This is an optimization exercise on Yosys and OpenROAD, whose aim is small area, a short achievable clock period and few clock cycles per item, not a production implementation.
The RTL was checked by simulation tests, not by an equivalence proof against the original design.

==> v24 <==
Design range_cone_point_generator, start of the top module:
module range_cone_point_generator #(
  parameter int MAX_ANGULAR = 8,
  parameter int MAX_AXIAL   = 8
) (
  input  wire logic                      clk,
  input  wire logic                      rst,
  input  wire logic                      psel,
  input  wire logic                      penable,
  input  wire logic                      pwrite,
  input  wire logic [CFG_AW-1:0]         paddr,
  input  wire logic [DATA_W-1:0]         pwdata,
  output logic      [DATA_W-1:0]         prdata,
  output logic                           pready,
  input  wire logic                      in_valid,
  output logic                           in_stall,
  input  wire logic [15:0]               distance,
  input  wire logic [15:0]               lower_bound,
  input  wire logic [15:0]               upper_bound,
  input  wire logic [15:0]               cone_width,
  output logic                           out_valid,
  input  wire logic                      out_stall,
  output logic signed [COORD_W-1:0]      point_x,
  output logic signed [COORD_W-1:0]      point_y,
  output logic signed [COORD_W-1:0]      point_z,
  output logic                           last_point
);
  logic [3:0]  angular_count;
  logic [3:0]  axial_count;
  logic [15:0] range_limit;
  logic [1:0]  reg_idx;
  assign pready  = 1'b1;
  ...
clock: 13.0 ns
lec_check: 0
abc_clock_period_in_ps: 4500
cap_margin: 20
core_margin: 2
core_utilization: 60
cts_buf_list: sky130_fd_sc_hd__clkbuf_4 sky130_fd_sc_hd__clkbuf_8
slew_margin: 20
standard.sh (not shown) runs the stock make flow with config.mk's settings and CLKGATE_MAP_FILE= SYNTH_SCRIPT=/design/flow/synth_recipe.tcl, a recipe that flattens the netlist after the stock synthesis.
==> flow/flow/run.sh <==
#!/bin/bash
set -e
export SETUP_SLACK_MARGIN=7.0
bash standard.sh > standard.log 2>&1
==> v18: changes against v24 <==
--- a/flow/design.v
+++ b/flow/design.v
@@ -108,24 +108,23 @@
   logic [2:0] pi, pj;      
   logic       rflip;       
   logic       cact;        
   logic [2:0] cstep;       
   logic [1:0] cieff;       
   logic       cflip;       
   logic       d1v, d2v, d3v;
   logic [1:0] d1p, d2p;
-  logic [1:0] d1q, d2q;        
+  logic [2:0] d1q, d2q;        
   logic       d1sn, d2sn;      
   logic       d1ct, d2ct;      
   logic [1:0] d1ty, d2ty;      
   logic       d1cn, d2cn;      
   logic       d1l, d2l, d3l;   
-  logic [1:0] d3p;             
-  logic [16:0] d3y, d3z;
+  logic [16:0] d3x, d3y, d3z;
   logic [16:0] xtab [0:3];     
   logic [31:0] rstab [0:3];
   assign adv = !(d3v && out_stall);
   logic [31:0] a_reg, a_nx;
   logic [15:0] b_reg, b_nx;
   logic [47:0] mul_s, mul_c;     
   logic [24:0] mul_lo;
   logic [23:0] plo_reg;          
@@ -285,41 +284,41 @@
     ang_nx  = pidle ? 16'(({1'b0, cone_width} + 17'd1) >> 1) : 16'(ang_cur - dnum - 16'(aborrow));
   end
   logic [3:0] nx;
   logic [3:0] two_i;
   logic [3:0] two_j;
   logic       c_sn, c_ct, c_cn, c_last;
   logic [1:0] c_p, c_ty;
   logic [2:0] ni, nj;
-  logic [1:0] c_q;         
+  logic [2:0] c_q;         
   logic       c_mir1;      
   logic       cstart;      
   logic [3:0] two_in;
   logic [2:0] ieffn;
   logic [1:0] rieff;       
   logic [2:0] cpos;        
   logic [1:0] ck;
-  logic [1:0] cq;
+  logic [2:0] cq;
   logic       cfl;
   logic [15:0] cbm, sbm;
   logic       pdone;       
   assign nx    = {1'b0, nxm1e} + 4'd1;
   assign two_i = {pi, 1'b0};
   assign two_j = {pj, 1'b0};
   assign pdone = !(own && (pst == P_PAIR || pst == P_READY));
   always_comb begin
     c_sn   = two_j < {1'b0, m1e};
     c_ct   = two_j == {1'b0, m1e};
     c_p    = c_ct ? 2'd3 : c_sn ? 2'(pj) : 2'(m1e - pj);
     c_ty   = (pi == 3'd0) ? 2'd0 : (two_i == nx) ? 2'd1 : c_sn ? 2'd2 : 2'd3;
     if (c_ct) c_ty = 2'd0;
     c_cn   = two_i > nx;
     c_last = (pi == nxm1e) && (pj == m1e);
-    c_q    = rflip ? 2'(npm1 - c_p) : c_p;
+    c_q    = rflip ? 3'(npm1 + 2'd1 - c_p) : {1'b0, c_p};
     c_mir1 = !c_sn && !c_ct && (c_p == npm1);
     two_in = {pi + 3'd1, 1'b0};
     ieffn  = (two_in < nx) ? 3'(pi + 3'd1) : 3'(nx - {1'b0, pi + 3'd1});
     cstart = (est == E_PTS) && c_mir1 && (pi != nxm1e) && (two_in != nx);
     if (pj == m1e) begin
       ni = pi + 3'd1;
       nj = 3'd0;
     end else begin
@@ -327,17 +326,17 @@
       nj = pj + 3'd1;
       if ((pi != 3'd0) && ({nj, 1'b0} == {1'b0, m1e})) nj = nj + 3'd1;
     end
   end
   always_comb begin
     cpos  = cstart ? 3'd0 : cstep;
     ck    = cpos[2:1];
     cfl   = cstart ? !cflip : cflip;
-    cq    = cfl ? 2'(npm1 - ck) : ck;
+    cq    = cfl ? 3'(npm1 + 2'd1 - ck) : {1'b0, ck};
     rieff = cstart ? ieffn[1:0] : cieff;
   end
   always_comb begin
     cbm = 16'd0;
     sbm = 16'd0;
     case ({nxm1e, rieff})
       {3'd2, 2'd1}: begin sbm = 16'd56757; cbm = 16'd32766; end
       {3'd3, 2'd1}: begin sbm = 16'd46341; cbm = 16'd46341; end
@@ -385,17 +384,17 @@
         b_nx  = r;
         ka_nx = s_is_c ? 3'd2 : 3'd1;
       end
       na_nx = (aq != 2'd0);
     end else begin
       a_nx  = (kp_reg == 3'd2 && pp_reg[1:0] == ck) ? p_reg[31:0] : rstab[ck];
       b_nx  = cpos[0] ? sbm : cbm;
       ka_nx = (cstart || cact) ? (cpos[0] ? 3'd4 : 3'd3) : 3'd0;
-      pa_nx = {1'b0, cq};
+      pa_nx = cq;
     end
     if (est == E_PTS) begin
       push = pdone || (c_sn && (pidx > 2'(pj)));
     end else if (est == E_ONE) begin
       one  = !d1v && !d2v;
       push = one;
     end
     pend = (pst == P_PAIR) && (slot == 3'd7) && (pidx == npm1p[1:0]);
@@ -496,36 +495,36 @@
           cflip <= !cflip;
         end else if (cact) begin
           cstep <= cstep + 3'd1;
           if (cstep == {npm1, 1'b1}) cact <= 1'b0;
         end
       end
     end
   end
-  logic [15:0] ytab [0:3];     
-  logic [15:0] ztab [0:3];
+  logic [15:0] ytab [0:4];     
+  logic [15:0] ztab [0:4];
   logic [15:0] prnd;           
   assign prnd = 16'(p_reg[47:32] + 16'(p_reg[31]));
   always_ff @(posedge clk) begin
     if (adv) begin
       if (kp_reg == 3'd1) begin
         xtab[pp_reg[1:0]] <= 17'((p_reg[32:16] ^ {17{np_reg}}) + 17'(p_reg[15] ^ np_reg));
       end else if (pend && !m1[0]) begin
         xtab[3] <= {1'b0, r};
       end else if (one) begin
         xtab[0] <= {1'b0, r};
       end
       if (kp_reg == 3'd2) begin
         rstab[pp_reg[1:0]] <= p_reg[31:0];
       end else if (one) begin
         rstab[0] <= '0;
       end
-      if (kp_reg == 3'd3) ytab[pp_reg[1:0]] <= prnd;
-      if (kp_reg == 3'd4) ztab[pp_reg[1:0]] <= prnd;
+      if (kp_reg == 3'd3) ytab[pp_reg] <= prnd;
+      if (kp_reg == 3'd4) ztab[pp_reg] <= prnd;
     end
   end
   logic       e_sn, e_ct, e_cn, e_l;
   logic [1:0] e_p, e_ty;
   always_comb begin
     e_p  = c_p;
     e_sn = c_sn;
     e_ct = c_ct;
@@ -552,30 +551,30 @@
       d1cn <= e_cn;
       d1l  <= e_l;
       d2p  <= d1p;
       d2sn <= d1sn;
       d2ct <= d1ct;
       d2ty <= d1ty;
       d2cn <= d1cn;
       d2l  <= d1l;
-      d3p  <= d2p;
+      d3x  <= xtab[d2p];
       d3y  <= o_y;
       d3z  <= o_z;
       d3l  <= d2l;
     end
   end
   logic [31:0] o_rs;
   logic        o_nt, o_zp;
   logic [16:0] o_ys, o_zs;
   logic        o_yb, o_zb, o_yn, o_zn;
   logic [16:0] o_yv, o_zv;
   assign o_rs = rstab[d2p];
   assign o_nt = d2ty[1];
-  assign o_zp = (kp_reg == 3'd4) && (pp_reg[1:0] == d2q);
+  assign o_zp = (kp_reg == 3'd4) && (pp_reg == d2q);
   assign o_ys = o_nt ? {1'b0, ytab[d2q]} : {1'b0, o_rs[31:16]};
   assign o_yb = o_nt ? 1'b0 : o_rs[15];
   assign o_yn = d2sn ^ (o_nt & d2cn);
   assign o_zs = !o_nt ? {1'b0, o_rs[31:16]} : o_zp ? {1'b0, prnd} : {1'b0, ztab[d2q]};
   assign o_zb = !o_nt ? o_rs[15] : 1'b0;
   assign o_zn = d2sn;
   assign o_yv = 17'((o_ys ^ {17{o_yn}}) + 17'(o_yb ^ o_yn));
   assign o_zv = 17'((o_zs ^ {17{o_zn}}) + 17'(o_zb ^ o_zn));
@@ -589,17 +588,17 @@
         default: begin
           o_y = o_yv;
           o_z = o_zv;
         end
       endcase
     end
   end
   assign out_valid  = d3v;
-  assign point_x    = xtab[d3p];
+  assign point_x    = d3x;
   assign point_y    = d3y;
   assign point_z    = d3z;
   assign last_point = d3l;
 endmodule
 module rcpg_mul (
   input  wire [31:0] a,
   input  wire [15:0] b,
   output wire [47:0] s,
==> qor summary <==
| item | v24 | v18 |
|---|---|---|
| Outcome | no timing/DRC/antenna violations | no timing/DRC/antenna violations |
| Crit path DAT | 3.38 ns | 6.58 ns |
| Register bit total from synthesis | 657 | 707 |
| Hold wc startpoint | d3p[0] | pa_reg[1] |
| Average cell area after synthesis | 9.83 sq um | 10.1 sq um |
| Dpl ws | 5.93 ns | 5.80 ns |
| Die area | 89,500 sq um | 92,400 sq um |
| Register-to-register setup slack | 7.22 ns | 6.89 ns |
| Clock Latency Late Sink | 0.77 ns | 0.80 ns |
| Met2 GRT Util | 0.562 | 0.534 |
| Wire length of the first global-routing pass | 244 mm | 245 mm |
| Met2 layer wire length in the routed design | 74.6 mm | 73.7 mm |
| Crit path kind | input port to output pin | flop to flop |
| Min-Delay Path Depth | 2 | 0 |
| Crit path buffers/inverters | 3 | 2 |
| Die height | 299 microns | 304 microns |
| Number of cells in the finished layout apart from fillers | 6,613 | 6,702 |
| Starting utilization of the core area | 0.604 | 0.603 |
| Maximum clock frequency | 0.167 GHz | 0.164 GHz |
| Number of vias after detailed routing | 41,923 | 42,647 |
| First-pass detailed-route iteration total | 8 | 7 |
| Relative max-transition margin | 0.256 | 0.237 |
| Seq_cells | 657 | 707 |
| Largest net degree at the start of global routing | 90 | 95 |
| Non-clock inverters | 470 | 469 |
Testbench counts of v24, summed over its fixed seeds: cycles 12,380, points 6,594.
Testbench counts of v18, summed over its fixed seeds: cycles 12,380, points 6,594.

[afterwards: timing with drivers on the ports]
Ports are ideal in the flow. The routed layouts listed here were re-timed in OpenROAD.
Step 1, drivers: a clkbuf_16 drives clk and a buf_2 each remaining input, both assumed.
Step 2 adds t to the input delays and takes it off the output delays; t is the mean of the earliest and latest rising clock arrival at the registers after step 1. Input paths then give back, and output paths get back, about the clock's delay inside the block.
a / b / c = ideal ports / drivers / drivers and shift; a / b = the first two.
run	t, ns	setup slack, ns	cell pins on the clock port's net
v24	0.817	7.022 / 6.998 / 6.426	1
v18	0.834	6.895 / 6.895 / 6.483	1
After both steps every run listed still meets setup and hold. For v24, which loses most, drivers alone change the setup slack by -0.024 ns; drivers and shift together by -0.596 ns.
